What follows belongs to an exercise in optimizing a design on an open flow for small area; a production flow would make more cautious choices.
Function was checked by simulation only, so behaviour that the tests miss may differ from the original.
Power figures rest on the tool's default switching activity, not on a simulated workload.

**flow/flow/run.sh**
```bash
#!/bin/bash
# Standard layout, with the port buffers made from the smallest buffer cell
# and a clock tree of fewer, larger leaf clusters without dummy loads.
set -euo pipefail
export BUFFER_PORTS_ARGS="-buffer_cell sky130_fd_sc_hd__buf_1"
export CTS_ARGS="-sink_clustering_enable -repair_clock_nets -sink_clustering_size 17 -sink_clustering_max_diameter 150 -buf_list {sky130_fd_sc_hd__clkbuf_8} -dont_use_dummy_load"
bash standard.sh > standard.log 2>&1
```
**flow/config.mk**
```make
export PLATFORM = sky130hd
export DESIGN_NAME = hash_jtree_elastic
export DESIGN_NICKNAME = hash_jtree_elastic
export VERILOG_FILES = /design/flow/design.v
export SDC_FILE = /design/flow/constraint.sdc
export NUM_CORES = 4
export LEC_CHECK = 0
export CAP_MARGIN = 20
export CORE_AREA = 5 5 475 185
export DIE_AREA = 0 0 480 190
export SLEW_MARGIN = 20
export SYNTH_HIERARCHICAL = 1
export SYNTH_MINIMUM_KEEP_SIZE = 0
```
**flow/design.v**
```verilog
package hash_jtree_elastic_pkg;
    localparam int MASK_MAX = 32;
endpackage
module hash_xor2 (
    input  logic a,
    input  logic b,
    output logic y
);
    assign y = a ^ b;
endmodule
module tree_hash_lane (
    input  logic [19:0] x,
    input  logic [19:0] y,
    output logic [7:0]  hx,
    output logic [7:0]  hy
);
    logic [19:0] c [2];
    logic [7:0]  a [2];
    logic [7:0]  b [2];
    logic [1:0]  p2, p3;
    assign c[0] = x;
    assign c[1] = y;
    for (genvar k = 0; k < 2; k++) begin : g_c
        hash_xor2 uA0 (.a(c[k][0]),  .b(c[k][15]), .y(a[k][0]));
        hash_xor2 uA1 (.a(c[k][1]),  .b(c[k][8]),  .y(a[k][1]));
        hash_xor2 uP2 (.a(c[k][2]),  .b(c[k][9]),  .y(p2[k]));
        hash_xor2 uA2 (.a(p2[k]),    .b(c[k][16]), .y(a[k][2]));
        hash_xor2 uP3 (.a(c[k][3]),  .b(c[k][10]), .y(p3[k]));
        hash_xor2 uA3 (.a(p3[k]),    .b(c[k][17]), .y(a[k][3]));
        hash_xor2 uB2 (.a(c[k][11]), .b(c[k][18]), .y(b[k][2]));
        hash_xor2 uA4 (.a(b[k][2]),  .b(c[k][4]),  .y(a[k][4]));
        hash_xor2 uB4 (.a(c[k][5]),  .b(c[k][12]), .y(b[k][4]));
        hash_xor2 uA5 (.a(b[k][4]),  .b(c[k][19]), .y(a[k][5]));
        hash_xor2 uA6 (.a(c[k][6]),  .b(c[k][13]), .y(a[k][6]));
        hash_xor2 uA7 (.a(c[k][7]),  .b(c[k][14]), .y(a[k][7]));
        hash_xor2 uB3 (.a(c[k][4]),  .b(c[k][19]), .y(b[k][3]));
        hash_xor2 uB6 (.a(a[k][7]),  .b(c[k][0]),  .y(b[k][6]));
        hash_xor2 uB7 (.a(a[k][1]),  .b(c[k][15]), .y(b[k][7]));
        assign b[k][0] = a[k][2];
        assign b[k][1] = a[k][3];
        assign b[k][5] = a[k][6];
    end
    for (genvar j = 0; j < 8; j++) begin : g_o
        hash_xor2 uHx (.a(a[0][j]), .b(b[1][j]), .y(hx[j]));
        hash_xor2 uHy (.a(a[1][j]), .b(b[0][j]), .y(hy[j]));
    end
endmodule
module jitter_or (
    input  logic s,
    input  logic h,
    input  logic m,
    output logic y
);
    assign y = s | (h & m);
endmodule
module hash_jtree_elastic #(
    parameter int SIGFIG     = 24,
    parameter int RADIX      = 10,
    parameter int VERTS      = 3,
    parameter int AXIS       = 3,
    parameter int COLORS     = 3,
    parameter int SAMPS      = 4,
    parameter int PIPE_DEPTH = 2
) (
    input  logic                                        clk,
    input  logic                                        rst,
    input  logic                                        in_valid,
    output logic                                        in_ready,
    input  logic signed [VERTS-1:0][AXIS-1:0][SIGFIG-1:0] tri_in,
    input  logic [COLORS-1:0][SIGFIG-1:0]               color_in,
    input  logic signed [1:0][SAMPS-1:0][SIGFIG-1:0]    sample_in,
    input  logic [SAMPS-1:0]                            validSamp_in,
    input  logic [3:0]                                  subSample,
    input  logic                                        jitter_en,
    output logic                                        out_valid,
    input  logic                                        out_ready,
    output logic signed [VERTS-1:0][AXIS-1:0][SIGFIG-1:0] tri_out,
    output logic [COLORS-1:0][SIGFIG-1:0]               color_out,
    output logic signed [1:0][SAMPS-1:0][SIGFIG-1:0]    sample_out,
    output logic [SAMPS-1:0]                            validSamp_out,
    output logic                                        cfg_err
);
    localparam int PW = VERTS*AXIS*SIGFIG + COLORS*SIGFIG + 2*SAMPS*SIGFIG + SAMPS;
    logic                              oneHot;
    logic [7:0]                        mask;
    logic [SAMPS-1:0][7:0]             hashX, hashY, jitX, jitY;
    logic [1:0][SAMPS-1:0][SIGFIG-1:0] jitSample;
    always_comb begin
        oneHot = 1'b1;
        mask   = 8'h00;
        case (subSample)
            4'b1000: mask = 8'hFF;
            4'b0100: mask = 8'h7F;
            4'b0010: mask = 8'h3F;
            4'b0001: mask = 8'h1F;
            default: oneHot = 1'b0;
        endcase
        if (!jitter_en) mask = 8'h00;
    end
    for (genvar i = 0; i < SAMPS; i++) begin : g_lane
        tree_hash_lane uHash (
            .x  (sample_in[0][i][SIGFIG-1:4]),
            .y  (sample_in[1][i][SIGFIG-1:4]),
            .hx (hashX[i]),
            .hy (hashY[i])
        );
    end
    for (genvar i = 0; i < SAMPS; i++) begin : g_jit
        for (genvar b = 0; b < 8; b++) begin : g_bit
            jitter_or uJx (.s(sample_in[0][i][2+b]), .h(hashX[i][b]), .m(mask[b]),
                           .y(jitX[i][b]));
            jitter_or uJy (.s(sample_in[1][i][2+b]), .h(hashY[i][b]), .m(mask[b]),
                           .y(jitY[i][b]));
        end
        assign jitSample[0][i] = {sample_in[0][i][SIGFIG-1:RADIX], jitX[i],
                                  sample_in[0][i][1:0]};
        assign jitSample[1][i] = {sample_in[1][i][SIGFIG-1:RADIX], jitY[i],
                                  sample_in[1][i][1:0]};
    end
    logic          v0, v1, adv, cfgErr_q;
    logic [PW-1:0] d0, d1;
    assign adv      = !v1 || out_ready;
    assign in_ready = !v0 || adv;
    always_ff @(posedge clk) begin
        if (rst) begin
            v0       <= 1'b0;
            v1       <= 1'b0;
            cfgErr_q <= 1'b0;
        end else begin
            v0       <= in_valid || !in_ready;
            v1       <= v0 || !adv;
            cfgErr_q <= cfgErr_q || (in_valid && in_ready && !oneHot);
        end
    end
    always_ff @(posedge clk) begin
        if (in_ready) d0 <= {tri_in, color_in, jitSample, validSamp_in};
        if (adv)      d1 <= d0;
    end
    assign out_valid = v1;
    assign {tri_out, color_out, sample_out, validSamp_out} = d1;
    assign cfg_err = cfgErr_q;
endmodule
```
**flow/standard.sh**
```bash
#!/bin/bash
# synth_recipe.tcl (not shown) runs the flow's synth.tcl, then flattens the netlist and writes it again
# the make line also repeats each setting of config.mk as NAME=value (left out here)
make -C /OpenROAD-flow-scripts/flow DESIGN_CONFIG=/design/flow/config.mk WORK_HOME=/design/flow/orfs CLKGATE_MAP_FILE= SYNTH_SCRIPT=/design/flow/synth_recipe.tcl "${@:-finish}"
```
**flow/constraint.sdc**
```tcl
create_clock -name core_clock -period 5.0 [get_ports {clk}]
set_input_delay 1.0000 -clock core_clock [delete_from_list [all_inputs] [get_ports {clk}]]
set_output_delay 1.0000 -clock core_clock [all_outputs]
set_load 0.01 [all_outputs]
```
==> run notes <==
-- sequential cells by signal (all words and copies together) (netlist names) --
name and cells:
d0 484, d1 484, cfgErr_q 1, v0 1
v1 1
-- worst max-delay path, delay by kind of cell, from the launching register on --
family        cells  cell delay [ns]
buf+inv           1             0.33
simple gates      1             0.64
flops             1             0.43
-- cell usage after synthesis --
library cell / instances / share of area, %
nand3b_1: 2 / 0.048
a21oi_1: 2 / 0.032
inv_1: 3 / 0.036
nand2_1: 1 / 0.012
nand2b_1: 1 / 0.020
nor3b_1: 2 / 0.048
or4b_1: 2 / 0.064
edfxtp_1: 968 / 93
xnor2_1: 2 / 0.056
dfxtp_1: 3 / 0.19
nor2_1: 2 / 0.024
a21o_1: 64 / 1.5
xor2_1: 185 / 5.2
o22ai_1: 1 / 0.020
o311ai_1: 1 / 0.028
and2_1: 1 / 0.020
o21ai_0: 2 / 0.032
-- through the flow --
stage          hold slack [ns]  utilization [%]  worst slack [ns]  instances
2_1_floorplan            0.400                -            -11.26       1242
3_3_place_gp             0.400             43.6              1.80       3397
3_5_place_dp             0.405             43.6              1.82       3397
4_1_cts                  0.348             44.7              1.75       3464
5_1_grt                  0.352             44.7              1.73       3464
6_report                 0.367             44.7              1.90       3466
-- per-module statistics from Yosys, one instance, submodules excluded, excerpt --
module	flops+latches	area [um2]
jitter_or	0	7.51
hash_jtree_elastic	971	29300
hash_xor2	0	8.76
-- power by group --
group	switching [mW]	internal, mW	total [mW]
combinational	0.721	0.328	1.05
sequential	0.202	9.54	9.74
clock	2.38	1.21	3.60
total	3.30	11.1	14.4
-- layout make-up --
cell class	count	area, um2
Inverter	3	11.3
Sequential cell	971	29100
Clock buffer	67	922
Antenna cell	2	5.00
Tap cell	1156	1450
Timing Repair Buffer	999	3930
Multi-Input combinational cell	268	2250
Fill cell	7405	46600
-- cells by family after synthesis --
family	after synthesis	share of synthesized area (%)
flops	971	92.9
xor+xnor	187	5.22
compound gates	70	1.64
buf+inv	3	0.0359
simple gates	11	0.235
-- final timing paths --
kind	endpoint	slack, ns
setup reg to reg	d0[379]$_DFFE_PP_	2.59
setup / recovery	in_ready	1.90
hold reg to reg	d1[9]$_DFFE_PP_	0.37
hold / removal	d1[9]$_DFFE_PP_	0.37
-- per-layer routing --
| layer | vias up | GRT usage (%) | part of all wire, % |
|---|---|---|---|
| met5 | - | 0 | 0.050 |
| met4 | 8 | 4.29 | 2.0 |
| met3 | 116 | 4.34 | 5.2 |
| met2 | 431 | 34.4 | 53 |
| met1 | 8369 | 25.3 | 40 |
| li1 | 6924 | - | - |
-- placed cells by master, fill, tap and decap left out --
cell      count
a21o_1       64
nor3b_2       1
and2_2        1
or4b_1        2
dfxtp_1       3
xnor2_1       2
buf_4        12
o21ai_0       2
nor2_1        1
o311ai_1      1
diode_2       2
buf_1       979
a21oi_1       2
nor2_2        1
nand2_1       1
buf_12        8
edfxtp_1    968
nand2b_4      1
o22ai_1       1
clkbuf_8     67
xor2_1      185
inv_1         3
nand3b_1      2
nor3b_4       1
==> results.ini <==
[run_status]
status = no timing/DRC/antenna violations

[floorplan]
rows = 66
die_area_mm2 = 0.0912
coreArea_mm2 = 0.0843
start_util_pct = 37.2
die_y_um = 190
die_x_um = 480
ios = 980

[global_routing]
grt_pass1_wl_mm = 124
grt_pass1_vias = 15800
grt_overflow = 0
grt_usage_pct = 19.6
grt_max_degree = 146
antenna_found_initial = 9

[power]
finalPower_mw = 14.4
p_leak_nw = 13.3
ir_worst_vdd_v = 0.000146
power_density_mw_per_mm2 = 382

[sta]
fin_crit_sh_pct = 62.1
tightest_slew_ns = 1.09
rsz0062_at_grt = false
finalSetupTns_ns = 0
fmax_mhz = 322
worst_slew_margin_rel_pct = 27.1
timing_hold_violations_final = 0
maxSlewViolCount = 0
setup_violations = 0
fin_crit_ns = 3.10
finClkSkew_ns = 0.0959

[setup_path]
r2r_start = v1$_SDFF_PP0_
startpoint_type = flop
reg2regPathDepth = 2
crit_required_ns = 4.00
cpPeakStageDelay_ns = 0.64
cp_slowest_cell = nand3b_1
crit_path_max_fanout = 9
cp.arrival_ns = 2.10
endpoint_kind = output port
crit_start = v1$_SDFF_PP0_
crit_chain = nand3b_1 > buf_1
critPathKind = flop to output port

[drt]
vias = 15800
finalWirelength_mm = 93.2
detail-route-antenna-nets = 0
via_per_inst = 4.57
drcViolationCount = 0
drt_iter0_drc = 1385
wl_per_cell_um = 26.9
drt_pre_antenna_iters = 5

[clock_network]
cts_buffers = 67
clock_path_buffers = 3
clkLatencyLatePin_ns = 0.70
ctsHoldBuffers = 0
htree_levels = 3
cts_resized = 0
clk_pin_slew_ns = 0.11
cts_tree = built
cts_num_sinks = 971
cts_setup_buffers = 0
cts_root_buffer = clkbuf_8

[finish]
nNetsFinal = 2803
fin_area_mm2 = 0.0377
drive_gt1_share_pct = 3.99
syn_to_final_growth_pct = 20.2

[placed_design]
place_area_mm2 = 0.0368
gp_congestion = 0.934
io_buffer_count = 979
place_hpwl_mm = 72.0

[logic_synthesis]
yosysSeqAreaShare_pct = 92.9
synth.distinct_cells = 17
syn_area_per_cell_um2 = 25.3
syn-cell-area_mm2 = 0.0314
syn_inst = 1242
synth-seq-cells = 971
syn_nets = 1735
yosysWarnings = 13

[worst_hold_path]
hold_path_class = flop to flop
whs_path_depth = 0
hp-start = d0[9]$_DFFE_PP_

[run]
max_cap_violations = 0

## afterwards: timing with drivers on the ports
Ports are ideal in the flow. The routed layout listed here was re-timed in OpenROAD. Step 1 assumes that a clkbuf_16 drives the clock port and a buf_2 every other input. Step 2 times the ports against the registers' clock, not the clock port: input delays grow and output delays shrink by t, the midpoint of the rising clock arrivals with the driver on. Slacks: ideal / step 1 / step 2; pairs: ideal / step 1.
t (ns): 0.716
setup WS [ns]: 1.897 / 1.844 / 1.779
hold slack, ns: 0.367 / 0.367 / 0.367
worst register clock-pin slew, ns: 0.12 / 0.12
cell pins on the clock port's net: 1
After both steps setup and hold are still met in this run. For this run, drivers alone change the setup slack by -0.053 ns; drivers and shift together by -0.118 ns.
